Context: an optimization exercise on an open-source flow, tuned for small area, a short achievable clock period and few clock cycles per item. The choices shown serve that exercise and are no tape-out recipe.
The RTL was checked by simulation tests, not by an equivalence proof against the original design.
Power figures rest on the tool's default switching activity, not on a simulated workload.

`design/flow/run.sh`:
```
#!/bin/bash
# synth_recipe.tcl (not shown) runs the flow's synth.tcl, then flattens the netlist and writes it again
# the make line also repeats each setting of config.mk as NAME=value (left out here)
make -C /OpenROAD-flow-scripts/flow DESIGN_CONFIG=/design/flow/config.mk WORK_HOME=/design/flow/orfs CLKGATE_MAP_FILE= SYNTH_SCRIPT=/design/flow/synth_recipe.tcl finish
```
`design/flow/config.mk`:
```
export PLATFORM = sky130hd
export DESIGN_NAME = multi_queue_urgent_front_deque
export DESIGN_NICKNAME = multi_queue_urgent_front_deque
export VERILOG_FILES = /design/flow/design.v
export SDC_FILE = /design/flow/constraint.sdc
export NUM_CORES = 4
export LEC_CHECK = 0
export ABC_CLOCK_PERIOD_IN_PS = 2500
export CAP_MARGIN = 20
export CORE_MARGIN = 2
export CORE_UTILIZATION = 40
export SETUP_SLACK_MARGIN = 2.3
export SLEW_MARGIN = 20
export SYNTH_MEMORY_MAX_BITS = 8192
```
`design/flow/constraint.sdc`:
```
create_clock -name core_clock -period 5.0 [get_ports {clock}]
set_input_delay 1.0000 -clock core_clock [delete_from_list [all_inputs] [get_ports {clock}]]
set_output_delay 1.0000 -clock core_clock [all_outputs]
set_load 0.01 [all_outputs]
```
`design/flow/design.v`:
```
`timescale 1ns / 1ps
package qdq_pkg;
   localparam int NUM_QUEUES  = 32;
   localparam int QUEUE_DEPTH = 8;
   localparam int TAG_BITS    = 16;
   localparam int QADDR_BITS = (NUM_QUEUES > 1) ? $clog2(NUM_QUEUES) : 1;
   localparam int CNT_BITS   = $clog2(QUEUE_DEPTH + 1);
   localparam int QIDX_W   = 5;
   localparam int TAG_W    = 16;
   localparam int COUNT_W  = 4;
   localparam logic OP_ADD  = 1'b0;
   localparam logic OP_TAKE = 1'b1;
   typedef enum logic [1:0] {
      STAT_ADDED = 2'd0,
      STAT_FULL  = 2'd1,
      STAT_TAKEN = 2'd2,
      STAT_EMPTY = 2'd3
   } status_type;
   typedef struct packed {
      logic [TAG_BITS-1:0] tag;
      logic                urgent;
   } entry_type;
   localparam int ENTRY_BITS = TAG_BITS + 1;
   localparam int ROW_BITS   = QUEUE_DEPTH * ENTRY_BITS;
   typedef logic [ROW_BITS-1:0] row_type;
   typedef struct packed {
      row_type              row;
      logic [CNT_BITS-1:0]  count;
      logic                 write;
      status_type           status;
      entry_type            head;
   } update_type;
endpackage
`timescale 1ns / 1ps
module qdq_row_mem (
   input  logic                                clock,
   input  logic [qdq_pkg::NUM_QUEUES-1:0]      qsel,
   input  logic [qdq_pkg::QUEUE_DEPTH-1:0]     slot_we,
   input  logic [qdq_pkg::ENTRY_BITS-1:0]      wr_data,
   input  logic [qdq_pkg::QUEUE_DEPTH-1:0]     slot_rd,
   output logic [qdq_pkg::ENTRY_BITS-1:0]      rd_data
);
   localparam int NQ = qdq_pkg::NUM_QUEUES;
   localparam int ND = qdq_pkg::QUEUE_DEPTH;
   localparam int EW = qdq_pkg::ENTRY_BITS;
   logic [NQ*ND*EW-1:0] mem;
   logic [ND*EW-1:0]    col;
   for (genvar q = 0; q < NQ; q++) begin : g_q
      for (genvar s = 0; s < ND; s++) begin : g_s
         always_ff @(posedge clock) begin
            if (qsel[q] && slot_we[s]) begin
               mem[(q*ND+s)*EW +: EW] <= wr_data;
            end
         end
      end
   end
   always_comb begin
      col = '0;
      for (int s = 0; s < ND; s++) begin
         for (int q = 0; q < NQ; q++) begin
            col[s*EW +: EW] = col[s*EW +: EW] | ({EW{qsel[q]}} & mem[(q*ND+s)*EW +: EW]);
         end
      end
      rd_data = '0;
      for (int s = 0; s < ND; s++) begin
         rd_data = rd_data | ({EW{slot_rd[s]}} & col[s*EW +: EW]);
      end
   end
endmodule
`timescale 1ns / 1ps
module qdq_count_mem (
   input  logic                          clock,
   input  logic                          reset,
   input  logic [4:0]                    rd_addr,
   output logic [3:0]                    rd_cnt,
   output logic [2:0]                    rd_head,
   input  logic [qdq_pkg::NUM_QUEUES-1:0] wr_sel,
   input  logic [3:0]                    wr_cnt,
   input  logic [2:0]                    wr_head
);
   localparam int NQ = qdq_pkg::NUM_QUEUES;
   logic [3:0] cnt_ff  [NQ];
   logic [2:0] head_ff [NQ];
   for (genvar q = 0; q < NQ; q++) begin : g_q
      always_ff @(posedge clock) begin
         if (reset || wr_sel[q]) begin
            cnt_ff[q]  <= reset ? 4'd0 : wr_cnt;
            head_ff[q] <= reset ? 3'd0 : wr_head;
         end
      end
   end
   assign rd_cnt  = cnt_ff[rd_addr];
   assign rd_head = head_ff[rd_addr];
endmodule
`timescale 1ns / 1ps
module qdq_shift #(
   parameter int W = 23
) (
   input  logic         clock,
   input  logic         reset,
   input  logic         in_valid,
   input  logic [W-1:0] in_data,
   input  logic         acc,
   input  logic         out_ready,
   output logic         out_valid,
   output logic [W-1:0] out_data,
   output logic         ready_ff
);
   logic [W-1:0] d0_ff, d1_ff, d2_ff;
   logic         v0_ff, v1_ff, v2_ff;    
   logic         pop;
   logic [1:0]   n_now, n_next;
   logic [2:0]   owed_next;
   assign pop       = v0_ff && out_ready;
   assign out_valid = v0_ff;
   assign out_data  = d0_ff;
   always_comb begin
      n_now     = 2'(v0_ff) + 2'(v1_ff) + 2'(v2_ff);
      n_next    = n_now - 2'(pop) + 2'(in_valid);
      owed_next = 3'(n_next) + 3'(acc);
   end
   always_ff @(posedge clock) begin
      if (reset) begin
         v0_ff    <= 1'b0;
         v1_ff    <= 1'b0;
         v2_ff    <= 1'b0;
         ready_ff <= 1'b1;
      end else begin
         v0_ff    <= (n_next >= 2'd1);
         v1_ff    <= (n_next >= 2'd2);
         v2_ff    <= (n_next >= 2'd3);
         ready_ff <= (owed_next < 3'd3);
      end
      if (pop || !v0_ff) d0_ff <= v1_ff ? d1_ff : in_data;
      if (pop)           d1_ff <= v2_ff ? d2_ff : in_data;
      else if (!v1_ff)   d1_ff <= in_data;
      if (pop || !v2_ff) d2_ff <= in_data;
   end
endmodule
`timescale 1ns / 1ps
module multi_queue_urgent_front_deque (
   input  logic        clock,
   input  logic        reset,
   input  logic        req_tvalid,
   output logic        req_tready,
   input  logic [23:0] req_tdata,   
   input  logic        req_tuser,   
   output logic        rsp_tvalid,
   input  logic        rsp_tready,
   output logic [23:0] rsp_tdata,   
   output logic [1:0]  rsp_tuser    
);
   localparam int NQ = qdq_pkg::NUM_QUEUES;
   localparam int ND = qdq_pkg::QUEUE_DEPTH;
   localparam int EW = qdq_pkg::ENTRY_BITS;
   localparam int RW = EW + qdq_pkg::COUNT_W + 2;    
   logic          ready_ff;
   logic          acc;
   logic          v1_ff;
   logic [4:0]    qidx_ff;
   logic [NQ-1:0] qsel_ff;      
   logic [EW-1:0] ent_ff;       
   logic [3:0]    cnt_new_ff;
   logic [2:0]    head_new_ff;
   logic [ND-1:0] slot_we_ff;
   logic [ND-1:0] slot_rd_ff;
   logic [1:0]    status_ff;
   logic [4:0]    qin;
   logic [3:0]    cnt_mem, cnt, cnt_new;
   logic [2:0]    head_mem, head, head_new;
   logic [ND-1:0] slot_we, slot_rd;
   logic [1:0]    status;
   logic          fwd;
   assign req_tready = ready_ff;
   assign acc        = req_tvalid && ready_ff;
   assign qin        = req_tdata[4:0];
   qdq_count_mem u_state (
      .clock    (clock),
      .reset    (reset),
      .rd_addr  (qin),
      .rd_cnt   (cnt_mem),
      .rd_head  (head_mem),
      .wr_sel   (qsel_ff),
      .wr_cnt   (cnt_new_ff),
      .wr_head  (head_new_ff)
   );
   assign fwd  = v1_ff && (qidx_ff == qin);
   assign cnt  = fwd ? cnt_new_ff  : cnt_mem;
   assign head = fwd ? head_new_ff : head_mem;
   qdq_shift_ctl u_ctl (
      .take     (req_tuser),
      .urgent   (req_tdata[21]),
      .cnt      (cnt),
      .head     (head),
      .cnt_new  (cnt_new),
      .head_new (head_new),
      .slot_we  (slot_we),
      .slot_rd  (slot_rd),
      .status   (status)
   );
   always_ff @(posedge clock) begin
      if (reset) begin
         v1_ff   <= 1'b0;
         qsel_ff <= '0;
      end else begin
         v1_ff   <= acc;
         qsel_ff <= acc ? (NQ'(1) << qin) : '0;
      end
      qidx_ff     <= qin;
      ent_ff      <= req_tdata[21:5];
      cnt_new_ff  <= cnt_new;
      head_new_ff <= head_new;
      slot_we_ff  <= slot_we;
      slot_rd_ff  <= slot_rd;
      status_ff   <= status;
   end
   logic [EW-1:0] rd_entry;
   qdq_row_mem u_store (
      .clock    (clock),
      .qsel     (qsel_ff),
      .slot_we  (slot_we_ff),
      .wr_data  (ent_ff),
      .slot_rd  (slot_rd_ff),
      .rd_data  (rd_entry)
   );
   qdq_shift #(.W(RW)) u_out (
      .clock    (clock),
      .reset    (reset),
      .in_valid (v1_ff),
      .in_data  ({status_ff, cnt_new_ff, rd_entry}),
      .acc      (acc),
      .out_ready(rsp_tready),
      .out_valid(rsp_tvalid),
      .out_data ({rsp_tuser, rsp_tdata[20:0]}),
      .ready_ff (ready_ff)
   );
   assign rsp_tdata[23:21] = 3'b000;
endmodule
module qdq_shift_ctl (
   input  logic       take,
   input  logic       urgent,
   input  logic [3:0] cnt,
   input  logic [2:0] head,
   output logic [3:0] cnt_new,
   output logic [2:0] head_new,
   output logic [7:0] slot_we,
   output logic [7:0] slot_rd,
   output logic [1:0] status
);
   logic       full, empty;
   logic       do_add, do_take;
   logic [2:0] head_m1, head_p1, tail, widx;
   always_comb begin
      full    = cnt[3];
      empty   = (cnt == 4'd0);
      do_add  = !take && !full;
      do_take = take && !empty;
      head_m1 = head - 3'd1;
      head_p1 = head + 3'd1;
      tail    = head + cnt[2:0];
      widx    = urgent ? head_m1 : tail;
      for (int s = 0; s < 8; s++) begin
         slot_we[s] = do_add && (widx == 3'(s));
         slot_rd[s] = do_take && (head == 3'(s));
      end
      if (do_add)       cnt_new = cnt + 4'd1;
      else if (do_take) cnt_new = cnt - 4'd1;
      else              cnt_new = cnt;
      if (do_add && urgent) head_new = head_m1;
      else if (do_take)     head_new = head_p1;
      else                  head_new = head;
      if (take) status = empty ? qdq_pkg::STAT_EMPTY : qdq_pkg::STAT_TAKEN;
      else      status = full  ? qdq_pkg::STAT_FULL  : qdq_pkg::STAT_ADDED;
   end
endmodule
```
==> metrics.md <==
| Metric | Value |
|---|---|
| Status | finished with violations |
| Fail Reasons | antenna rules |
| Post-route ant nets | 1 |
| HPWL Detailed | 351900 um |
| Worst Path Class, Setup | register to register |
| Top Usage Layer GRT | met2 |
| GRT Total Usage | 29.52% |
| CTS max path bufs | 4 |
| CTS tree | yes |
| Met3 track demand over resource | under 10% |
| Max-cap violation count | 0 |
| Worst R2R End | u_out.d0_ff[16] |
| Slack of the critical path | 1.347 ns |
| Max Transition Viols Final | 0 |
| Grt met2 use | around 44% |
| Cell count of the worst reg-to-reg path | 9 |
| Final Skew | ~0.048 ns |
| Hold Path End | qidx_ff[2] |
| Remaining Overflow, GRT | 0 |
| Reg2Reg Setup Slack | 1.35 ns |
| HP Start | req_tdata[2] |
| WHS | approximately 0.19 ns |
| Syn Inst Count | 9074 |
| CP Data Required Time | 5.75 ns |
| Clock latency at the later pin of the worst-skew pair | 0.99 ns |
| Detailed-route DRC error count | 0 |
| Initial Util | 40.23% |
| Tmin final | 3.653 ns |
| Fill cells | 34198 |
| DRT iter0 DRCs | between 20000 and 25000 |
| Ys flop type | edfxtp_1 |
| Clock power frac | 41.3% |
| Pre-CTS setup slack | 0.08226 ns |
| WL per Instance | 41.26 um |
| Crit start category | register |
| IO Port Bufs | 51 |
| Commonest cells after routing, fill and taps aside | 4622 x edfxtp_1, 1235 x a22oi_1, 721 x buf_4, 476 x clkbuf_16, 451 x a22o_1 |
| CTS buffer count | about 450 |
| First-pass GRT wire length | 877300 um |
| P&R area growth vs syn | 21.39% |
| Ys Warns | 7 |
| Row Count | 239 |
| Placeable Area | between 400000 and 500000 sq um |
| Arr. time, crit path | 4.40 ns |
| First drt pass iteration count | 8 |
| CTS Hold Bufs | 0 |
| CTS Sinks | roughly 4700 |
| Switch Pwr | roughly 18 mW |
| Via count | 107904 |
| Sw Share | roughly 22% |
| Worst Hold Class | input pin to register |
| Num ports | 57 |
| Post-route design area | a little over 200000 sq um |
| Worst-path maximum fanout | 20 |
| Distinct cell type count after synthesis | 77 |
| CP endpoint kind | register |
| Post-DP Area | 182900 sq um |
| WHS Path Cells | 1 |
| Number of synthesized flops with an enable pin | 4622 |
| Fin. Hold Viols | 0 |
| Internal power | 64.35 mW |
| Largest net degree at the start of global routing | 240 |
| Placer Congestion | 0.8909 |
| Post-synthesis async set-or-reset flop share | 0% |
| Seq/Total Area, Yosys | 82.55% |
| Routed vias/inst | 6.671 |
| Root Buffer | clkbuf_16 |
| Tcrit/Tclk final | 73.06% |
| Combinational share of power | under 10% |
| Met1 track demand over resource | 39.23% |
| Worst r2r src | qsel_ff[20] |
| Die ar. | 432100 sq um |
| Seq pwr share | 54.6% |
| DIE WIDTH | about 660 um |
| Worst-margin pin slew | 1.364 ns |
| Layout Nets | around 10000 |
| Yosys reg bits | 4729 |
| Layout cell share with drive strength beyond 1 | 23.06% |
| Number of global-route vias before repair | 101319 |
| Setup-failing EPs final | 0 |
| Pleak | 67.44 nW |
| Syn_area_per_cell | approximately 19 sq um |
| F_max | 0.2738 GHz |
| CTS HTree Levels | 5 |
| Peak supply drop | 0.3364 mV |
| Die H | 657.3 um |
| Max-Slew Margin vs Limit | under 10% |
| Layout Utilization | 48.84% |
| Setup_tns | 0 ns |
| Pwr dens | 396.7 nW/um^2 |
| Unrepaired setup endpoints after global routing | yes |
| Initial antenna violation count | 37 |
| Clock slew at reported path FFs | 0.06 ns |
| DRT Wirelength | 667400 um |
| Mapped cell area | 170700 sq um |
| Commonest non-fill, non-tap cell in the layout | edfxtp_1 |
==> cell type report <==
type / instances / area [sq um] / share of cell area (%)
Antenna cell: 24 / 60.06 / 0.02898
Tap cell: 5663 / 7086 / 3.419
Inverter: 21 / 97.59 / 0.04709
Timing Repair Buffer: 1190 / 13840 / 6.680
Clock buffer: 560 / 12020 / 5.800
Multi-Input combinational cell: 3708 / 30570 / 14.75
Clock inverter: 281 / 2421 / 1.168
Sequential cell: 4729 / 141100 / 68.11
==> flip-flops by register name, indices dropped and copies added (netlist names) <==
signal           flops
u_store.mem       4352
u_state.cnt_ff     128
u_state.head_ff     96
qsel_ff             32
u_out.d0_ff         23
u_out.d1_ff         23
u_out.d2_ff         23
ent_ff              17
slot_rd_ff           8
slot_we_ff           8
qidx_ff              5
cnt_new_ff           4
head_new_ff          3
status_ff            2
u_out.ready_ff       1
u_out.v0_ff          1
u_out.v1_ff          1
u_out.v2_ff          1
v1_ff                1
==> timing repair <==
action / in CTS / in global routing
endpoints found under the setup margin: 461 / 113
resized for setup: 571 / 297
pin swaps: 196 / 195
gates cloned: 31 / 15
buffers inserted: 289 / 119
==> power by group through the flow <==
| stage | Sequential (mW) | Combinational (mW) | Clock, mW |
|---|---|---|---|
| floorplan | 45.6 | 1.20 | 0 |
| CTS | 44.8 | 3.10 | 33.9 |
| finish | 44.9 | 3.40 | 34.0 |
| global placement | 45.7 | 2.71 | 0 |
| global route | 44.9 | 3.55 | 35.4 |
| detailed placement | 45.7 | 2.76 | 0 |
==> Yosys cell counts, drive strengths merged, types with 3 or more instances <==
cell,n,share of area (%)
a22o,455,2.3
o2bb2ai,4,0.021
nand2b,5,0.018
or2,51,0.19
and3,38,0.14
nand2,32,0.070
xnor2,5,0.026
dfxtp,107,1.3
xor2,5,0.026
o22ai,17,0.062
o21ai,48,0.14
and3b,3,0.016
edfxtp,4622,81
nand4,328,1.2
mux2,45,0.30
and2,272,1.0
o31ai,3,0.013
a21oi,15,0.044
inv,20,0.044
a211oi,6,0.029
nor3,26,0.079
o41ai,106,0.54
nor4,10,0.037
mux2i,17,0.10
a221oi,453,2.3
clkbuf,461,1.0
a22oi,1280,5.6
o211ai,5,0.022
nor3b,10,0.044
nand3b,8,0.035
a32oi,11,0.056
buf,157,0.42
nor2,66,0.15
nand4b,4,0.021
a31oi,13,0.048
ha,15,0.11
a32o,4,0.023
and4,5,0.026
a21boi,3,0.013
nor2b,10,0.038
nand3,298,0.87
==> metal layers <==
metal | vias to the layer above | wire, um
li1 | 40622 | -
met1 | 55636 | 232000
met2 | 9938 | 291900
met3 | 1692 | 99060
met4 | 16 | 44320
met5 | - | 97
==> worst max-delay path, stage by stage (launching register included) <==
cell      delay, ns
dfxtp_4        0.42
buf_6          0.16
buf_16         0.18
a22o_1         0.25
a221oi_2       0.27
nand3_2        0.15
o41ai_4        0.47
nand4_1        0.61
or2_4          0.55
mux2_4         0.28
==> stage by stage <==
step	instances	power [mW]
2_1_floorplan	9076	46.83
3_3_place_gp	14853	48.39
3_5_place_dp	14855	48.44
4_1_cts	16016	81.87
5_1_grt	16158	83.85
6_report	16176	82.21
==> kinds of logic (layout without fill, tap and decap cells) <==
family,after synthesis,after routing,synth area share [%]
AOI/OAI and AO/OA,2444,2444,11.42
xor gates and xnor gates,10,10,0.05130
adders and majority gates,17,17,0.1334
buffers and inverters,639,2052,1.483
DFF,4729,4729,82.55
muxes,62,62,0.3965
other,1,27,0.002196
and+or+nand+nor,1172,1172,3.962
==> how the worst max path moves through the flow <==
stage | startpoint | end | slack [ns] | cells after the start
2_1_floorplan | req_tdata[0] | slot_we_ff[0] | 1.07 | 17
3_3_place_gp | req_tdata[3] | slot_we_ff[0] | -0.001 | 15
3_5_place_dp | req_tdata[3] | slot_we_ff[7] | 0.08 | 15
4_1_cts | qsel_ff[15] | u_out.d0_ff[16] | 1.56 | 9
5_1_grt | qsel_ff[16] | u_out.d0_ff[11] | 1.43 | 9
6_report | qsel_ff[20] | u_out.d0_ff[16] | 1.35 | 9
Testbench counts, summed over its fixed seeds: cycles 16,016, items 16,000.

-- port drivers added, routing unchanged --
No port has a modelled driver above. Below, the same layout with a new extraction and two added sets of constraints. Step 1 sets driving cells, clkbuf_16 on the clock port and buf_2 on the other inputs (assumed; they add their load-dependent delay and slew). Step 2 adds t to the input delays and takes it off the output delays; t is the mean of the earliest and latest rising clock arrival at the registers after step 1. Input paths then give back, and output paths get back, about the clock's delay inside the block. Three values: ideal ports, drivers, drivers and shift; two values: the first two.
t (ns): 1.085
setup slack, ns: 1.347 / 1.347 / 0.695
clock arrival spread, ns: 0.070 / 0.070
slew at the worst register clock pin (ns): 0.07 / 0.07
For this run, drivers alone change the setup slack by 0.000 ns; drivers and shift together by -0.652 ns.
